This design comes from an exercise in tuning for small area and a short achievable clock period on the open sky130 flow, not from production work. Where RTL was checked, it was by simulation tests only, not by an equivalence proof against the original.

==> flow/design.v <==
package cr16IsaPkg;
	typedef enum logic [3:0] {
		OP_REG   = 4'b0000,  
		OP_ANDI  = 4'b0001,
		OP_ORI   = 4'b0010,
		OP_XORI  = 4'b0011,
		OP_ADDI  = 4'b0101,
		OP_SHIFT = 4'b1000,  
		OP_SUBI  = 4'b1001,
		OP_CMPI  = 4'b1011,
		OP_MOVI  = 4'b1101,
		OP_LUI   = 4'b1111
	} opcodeT;
	typedef enum logic [3:0] {
		EXT_LSHI = 4'b0000,  
		EXT_AND  = 4'b0001,
		EXT_OR   = 4'b0010,
		EXT_XOR  = 4'b0011,
		EXT_LSH  = 4'b0100,
		EXT_ADD  = 4'b0101,
		EXT_SUB  = 4'b1001,
		EXT_CMP  = 4'b1011,
		EXT_MOV  = 4'b1101
	} extT;
	localparam int unsigned OP_MSB       = 15;
	localparam int unsigned OP_LSB       = 12;
	localparam int unsigned DST_MSB      = 11;  
	localparam int unsigned DST_LSB      = 8;
	localparam int unsigned EXT_MSB      = 7;
	localparam int unsigned EXT_LSB      = 4;
	localparam int unsigned SRC_MSB      = 3;   
	localparam int unsigned SRC_LSB      = 0;
	localparam int unsigned IMM_MSB      = 7;
	localparam int unsigned IMM_LSB      = 0;
	localparam int unsigned CNT_SIGN_BIT = 4;   
	localparam int unsigned IMM_WIDTH    = IMM_MSB - IMM_LSB + 1;
endpackage
package cr16DpPkg;
	typedef enum logic [2:0] {
		ALU_ADD = 3'b000,
		ALU_AND = 3'b001,
		ALU_OR  = 3'b010,
		ALU_XOR = 3'b011,
		ALU_SUB = 3'b100
	} aluOpT;
	typedef enum logic [1:0] {
		RES_ALU   = 2'b00,
		RES_SHIFT = 2'b01,
		RES_OPB   = 2'b10,  
		RES_LUI   = 2'b11
	} resultSrcT;
	typedef enum logic [1:0] {
		FLAG_NONE  = 2'b00,
		FLAG_ARITH = 2'b01,  
		FLAG_CMP   = 2'b10   
	} flagUpdT;
endpackage
`timescale 1ns/10ps
module regFile (
	input  logic                       clk,
	input  logic                       rstN,
	input  logic [4-1:0] srcAddr,
	input  logic [4-1:0] dstAddr,
	input  logic                       wrEn,
	input  logic [16-1:0]     wrData,
	output logic [16-1:0]     srcData,
	output logic [16-1:0]     dstData,
	output logic [4-1:0] wbReg,
	output logic [16-1:0]     wbData
);
	logic [16-1:0] regs [16];  
	logic [16-1:0]  valid;              
	logic [16-1:0]  wbHit;              
	logic [16-1:0]  arrayUse;           
	logic [16-1:0]  srcSel, dstSel;
	always_ff @(posedge clk or negedge rstN) begin
		if (!rstN) begin
			wbReg  <= '0;
			wbData <= '0;
		end else if (wrEn) begin
			wbReg  <= dstAddr;
			wbData <= wrData;
		end
	end
	always_comb begin
		for (int i = 0; i < 16; i++) begin
			wbHit[i] = (wbReg == i);
		end
	end
	always_ff @(posedge clk) begin
		for (int i = 0; i < 16; i++) begin
			if (wbHit[i])
				regs[i] <= wbData;
		end
	end
	always_ff @(posedge clk or negedge rstN) begin
		if (!rstN)
			valid <= '0;
		else
			valid <= valid | wbHit;
	end
	assign arrayUse = valid & ~wbHit;
	always_comb begin
		for (int i = 0; i < 16; i++) begin
			srcSel[i] = (srcAddr == i) & arrayUse[i];
			dstSel[i] = (dstAddr == i) & arrayUse[i];
		end
		srcData = (srcAddr == wbReg) ? wbData : '0;
		dstData = (dstAddr == wbReg) ? wbData : '0;
		for (int i = 0; i < 16; i++) begin
			srcData = srcData | ({16{srcSel[i]}} & regs[i]);
			dstData = dstData | ({16{dstSel[i]}} & regs[i]);
		end
	end
endmodule
`timescale 1ns/10ps
module alu
(
	input  logic [16-1:0] regSrc,       
	input  logic [16-1:0] regDst,       
	input  logic                   sub,          
	input  logic                   arith,        
	input  logic [3:1]             lut,          
	output logic [16-1:0] aluResult,
	output logic                   aluCarry,
	output logic                   aluLow,
	output logic                   aluOverflow,
	output logic                   aluZero,
	output logic                   aluNegative
);
	localparam int W = 16;
	logic [W-1:0] a, b, p, g, h;
	logic [W:0]   c;  
	assign a = regDst;
	assign b = regSrc ^ {W{sub}};
	assign p = a ^ b;
	assign g = a & b & {W{arith}};
	always_comb begin
		for (int i = 0; i < W; i++) begin
			h[i] = b[i] ? (a[i] ? lut[3] : lut[1]) : (a[i] & lut[2]);
		end
	end
	logic [W-1:0] gg [0:4];
	logic [W-1:0] pp [0:4];
	always_comb begin
		gg[0] = g;
		pp[0] = p;
		gg[0][0] = g[0] | (p[0] & sub);
		for (int l = 0; l < 4; l++) begin
			gg[l+1] = gg[l];
			pp[l+1] = pp[l];
			for (int i = 0; i < W; i++) begin
				if ((i >> l) & 1) begin
					gg[l+1][i] = gg[l][i] | (pp[l][i] & gg[l][((i >> l) << l) - 1]);
					pp[l+1][i] = pp[l][i] & pp[l][((i >> l) << l) - 1];
				end
			end
		end
	end
	assign c[0] = sub;
	assign c[W:1] = gg[4];
	assign aluResult = h ^ (c[W-1:0] & {W{arith}});
	assign aluCarry    = c[W] ^ sub;
	assign aluOverflow = c[W] ^ c[W-1];
	assign aluLow      = ~c[W];
	assign aluZero     = &p;
	assign aluNegative = p[W-1] ^ c[W-1] ^ aluOverflow;
endmodule
`timescale 1ns/10ps
module shifter (
	input  logic [16-1:0] value,        
	input  logic [4:0]             shiftCount,   
	output logic [16-1:0] rotated,      
	output logic [16-1:0] keep          
);
	localparam int W = 16;
	logic [W-1:0] r1, r2, r4;
	assign r1      = shiftCount[0] ? {value[W-2:0], value[W-1]}  : value;
	assign r2      = shiftCount[1] ? {r1[W-3:0], r1[W-1:W-2]}    : r1;
	assign r4      = shiftCount[2] ? {r2[W-5:0], r2[W-1:W-4]}    : r2;
	assign rotated = shiftCount[3] ? {r4[W-9:0], r4[W-1:W-8]}    : r4;
	always_comb begin
		for (int j = 0; j < W; j++) begin
			keep[j] = (j >= shiftCount[3:0]) ^ shiftCount[4];
		end
	end
endmodule
`timescale 1ns/10ps
module execControl
(
	input  logic                       clk,
	input  logic                       rstN,
	input  logic                       instrValid,   
	input  logic [15:0]                instr,
	input  logic [16-1:0]     srcData,      
	input  logic                       aluCarry,
	input  logic                       aluLow,
	input  logic                       aluOverflow,
	input  logic                       aluZero,
	input  logic                       aluNegative,
	output logic [4-1:0] srcAddr,
	output logic [4-1:0] dstAddr,
	output logic [16-1:0]     opB,          
	output logic                       sub,
	output logic                       arith,
	output logic [3:1]                 lut,
	output logic                       useShift,
	output logic [4:0]                 shiftCount,   
	output logic                       wrEn,
	output logic                       wbValid,
	output logic                       carry,
	output logic                       low,
	output logic                       overflow,
	output logic                       zero,
	output logic                       negative
);
	logic [3:0] op, ext;
	logic [7:0] imm;
	logic       isReg, isAnd, isOr, isXor, isAdd, isSub, isCmp, isMov, isLui, isShift, countImm;
	logic       known, updArith, updCmp;
	assign op      = instr[15:12];
	assign dstAddr = instr[11:8];
	assign ext     = instr[7:4];
	assign srcAddr = instr[3:0];
	assign imm     = instr[7:0];
	assign isReg    = (op == 4'h0);
	assign isAnd    = isReg ? (ext == 4'h1) : (op == 4'h1);
	assign isOr     = isReg ? (ext == 4'h2) : (op == 4'h2);
	assign isXor    = isReg ? (ext == 4'h3) : (op == 4'h3);
	assign isAdd    = isReg ? (ext == 4'h5) : (op == 4'h5);
	assign isSub    = isReg ? (ext == 4'h9) : (op == 4'h9);
	assign isCmp    = isReg ? (ext == 4'hB) : (op == 4'hB);
	assign isMov    = isReg ? (ext == 4'hD) : (op == 4'hD);
	assign isLui    = (op == 4'hF);
	assign countImm = (ext[3:1] == 3'b000);
	assign isShift  = (op == 4'h8) && ((ext == 4'h4) || countImm);
	assign known = isAnd | isOr | isXor | isAdd | isSub | isCmp | isMov | isLui | isShift;
	always_comb begin
		if (isReg)
			opB = srcData;
		else if (op == 4'hF)
			opB = {imm, 8'h00};
		else if (op[3] ^ op[2])  
			opB = {{8{imm[7]}}, imm};
		else
			opB = {8'h00, imm};
	end
	assign sub   = isSub | isCmp;
	assign arith = isAdd | isSub | isCmp;
	assign lut[1] = ~isAnd;
	assign lut[2] = ~(isAnd | isMov | isLui);
	assign lut[3] = isAnd | isOr | isMov | isLui;
	assign useShift   = (op == 4'h8);
	assign shiftCount = countImm ? instr[4:0] : srcData[4:0];
	assign wrEn     = instrValid && known && !isCmp;
	assign updArith = instrValid && (isAdd | isSub);
	assign updCmp   = instrValid && isCmp;
	always_ff @(posedge clk or negedge rstN) begin
		if (!rstN) begin
			wbValid  <= 1'b0;
			carry    <= 1'b0;
			low      <= 1'b0;
			overflow <= 1'b0;
			zero     <= 1'b0;
			negative <= 1'b0;
		end else begin
			wbValid <= wrEn;
			if (updArith) begin
				carry    <= aluCarry;
				overflow <= aluOverflow;
			end
			if (updCmp) begin
				low      <= aluLow;
				zero     <= aluZero;
				negative <= aluNegative;
			end
		end
	end
endmodule
`timescale 1ns/10ps
module execCore
(
	input  logic                       clk,
	input  logic                       rstN,
	input  logic                       instrValid,
	input  logic [15:0]                instr,
	output logic                       wbValid,
	output logic [4-1:0] wbReg,
	output logic [16-1:0]     wbData,
	output logic                       carry,
	output logic                       low,
	output logic                       overflow,
	output logic                       zero,
	output logic                       negative
);
	logic [4-1:0] srcAddr, dstAddr;
	logic [16-1:0]     srcData, dstData, wrData;
	logic                       wrEn;
	logic [16-1:0] opB, aluResult, rotated, keep;
	logic                   sub, arith, useShift;
	logic [3:1]             lut;
	logic [4:0]             shiftCount;
	logic                   aluCarry, aluLow, aluOverflow, aluZero, aluNegative;
	execControl i_control (
		.clk         (clk),
		.rstN        (rstN),
		.instrValid  (instrValid),
		.instr       (instr),
		.srcData     (srcData),
		.aluCarry    (aluCarry),
		.aluLow      (aluLow),
		.aluOverflow (aluOverflow),
		.aluZero     (aluZero),
		.aluNegative (aluNegative),
		.srcAddr     (srcAddr),
		.dstAddr     (dstAddr),
		.opB         (opB),
		.sub         (sub),
		.arith       (arith),
		.lut         (lut),
		.useShift    (useShift),
		.shiftCount  (shiftCount),
		.wrEn        (wrEn),
		.wbValid     (wbValid),
		.carry       (carry),
		.low         (low),
		.overflow    (overflow),
		.zero        (zero),
		.negative    (negative)
	);
	regFile i_regFile (
		.clk     (clk),
		.rstN    (rstN),
		.srcAddr (srcAddr),
		.dstAddr (dstAddr),
		.wrEn    (wrEn),
		.wrData  (wrData),
		.srcData (srcData),
		.dstData (dstData),
		.wbReg   (wbReg),
		.wbData  (wbData)
	);
	alu i_alu (
		.regSrc      (opB),
		.regDst      (dstData),
		.sub         (sub),
		.arith       (arith),
		.lut         (lut),
		.aluResult   (aluResult),
		.aluCarry    (aluCarry),
		.aluLow      (aluLow),
		.aluOverflow (aluOverflow),
		.aluZero     (aluZero),
		.aluNegative (aluNegative)
	);
	shifter i_shifter (
		.value       (dstData),
		.shiftCount  (shiftCount),
		.rotated     (rotated),
		.keep        (keep)
	);
	assign wrData = useShift ? (rotated & keep) : aluResult;
endmodule
clock: 5.5 ns
lec_check: 0
cap_margin: 20
core_margin: 2
core_utilization: 40
slew_margin: 20
run.sh (not shown) runs the stock make flow with config.mk's settings and CLKGATE_MAP_FILE= SYNTH_SCRIPT=/design/flow/synth_recipe.tcl, a recipe that flattens the netlist after the stock synthesis.
The baseline passed the timing, DRC and antenna checks.
Then changed:
--- a/flow/design.v
+++ b/flow/design.v
@@ -171,18 +171,9 @@
 	input  logic [16-1:0] value,        
 	input  logic [4:0]             shiftCount,   
-	output logic [16-1:0] rotated,      
-	output logic [16-1:0] keep          
+	output logic [16-1:0] shiftResult
 );
-	localparam int W = 16;
-	logic [W-1:0] r1, r2, r4;
-	assign r1      = shiftCount[0] ? {value[W-2:0], value[W-1]}  : value;
-	assign r2      = shiftCount[1] ? {r1[W-3:0], r1[W-1:W-2]}    : r1;
-	assign r4      = shiftCount[2] ? {r2[W-5:0], r2[W-1:W-4]}    : r2;
-	assign rotated = shiftCount[3] ? {r4[W-9:0], r4[W-1:W-8]}    : r4;
-	always_comb begin
-		for (int j = 0; j < W; j++) begin
-			keep[j] = (j >= shiftCount[3:0]) ^ shiftCount[4];
-		end
-	end
+	logic [2*16-1:0] wide;
+	assign wide        = {{16{1'b0}}, value} << shiftCount[3:0];
+	assign shiftResult = shiftCount[4] ? wide[2*16-1:16] : wide[16-1:0];
 endmodule
 `timescale 1ns/10ps
@@ -297,5 +288,5 @@
 	logic [16-1:0]     srcData, dstData, wrData;
 	logic                       wrEn;
-	logic [16-1:0] opB, aluResult, rotated, keep;
+	logic [16-1:0] opB, aluResult, shiftResult;
 	logic                   sub, arith, useShift;
 	logic [3:1]             lut;
@@ -357,7 +348,6 @@
 		.value       (dstData),
 		.shiftCount  (shiftCount),
-		.rotated     (rotated),
-		.keep        (keep)
+		.shiftResult (shiftResult)
 	);
-	assign wrData = useShift ? (rotated & keep) : aluResult;
+	assign wrData = useShift ? shiftResult : aluResult;
 endmodule
Outcome: The new run passed the timing, DRC and antenna checks; wire length came out higher by about a fifth; non-clock buffer count came out higher by 23; maximum frequency decreases slightly; hold slack gains 0.0092 ns; clock-buffer cell count stays the same; utilization rises by 0.20 points; final area went up by a few percent; final cell count grows by a few percent; worst setup slack is worse by 0.044 ns; critical path depth is lower by 4; flip-flop and latch count does not change; synthesized cell count rose by a little under a tenth; die area came out higher by a few percent; global-route usage is higher by 4.8 points.
Function not checked in the first run of this note: the RTL went through the layout flow alone.

## afterwards: timing with drivers on the ports
Ports are ideal in the flow. The routed layouts listed here were re-timed in OpenROAD. Step 1: set_driving_cell puts a clkbuf_16 on clk and a buf_2 on each other input, an assumption about the parent block. Step 2, shift: input delay + t, output delay - t, t = (earliest + latest rising clock arrival at the registers) / 2. This alone moves slack from input paths to output paths. a / b / c = no drivers / after step 1 / after step 2; a / b = the first two.
run | t, ns | setup slack, ns | worst setup path after step 2 | worst data-port slew with drivers (ns) | pins driven straight from the clock port
the first run | 0.589 | 0.277 / 0.307 / -0.283 | input to register | 0.05 | 1
the second run | 0.604 | 0.233 / 0.253 / -0.351 | input to register | 0.05 | 1
With both steps, setup timing fails in the first run and the second run, where it was met with ideal ports. For the second run, which loses most, drivers alone change the setup slack by +0.020 ns; drivers and shift together by -0.584 ns.
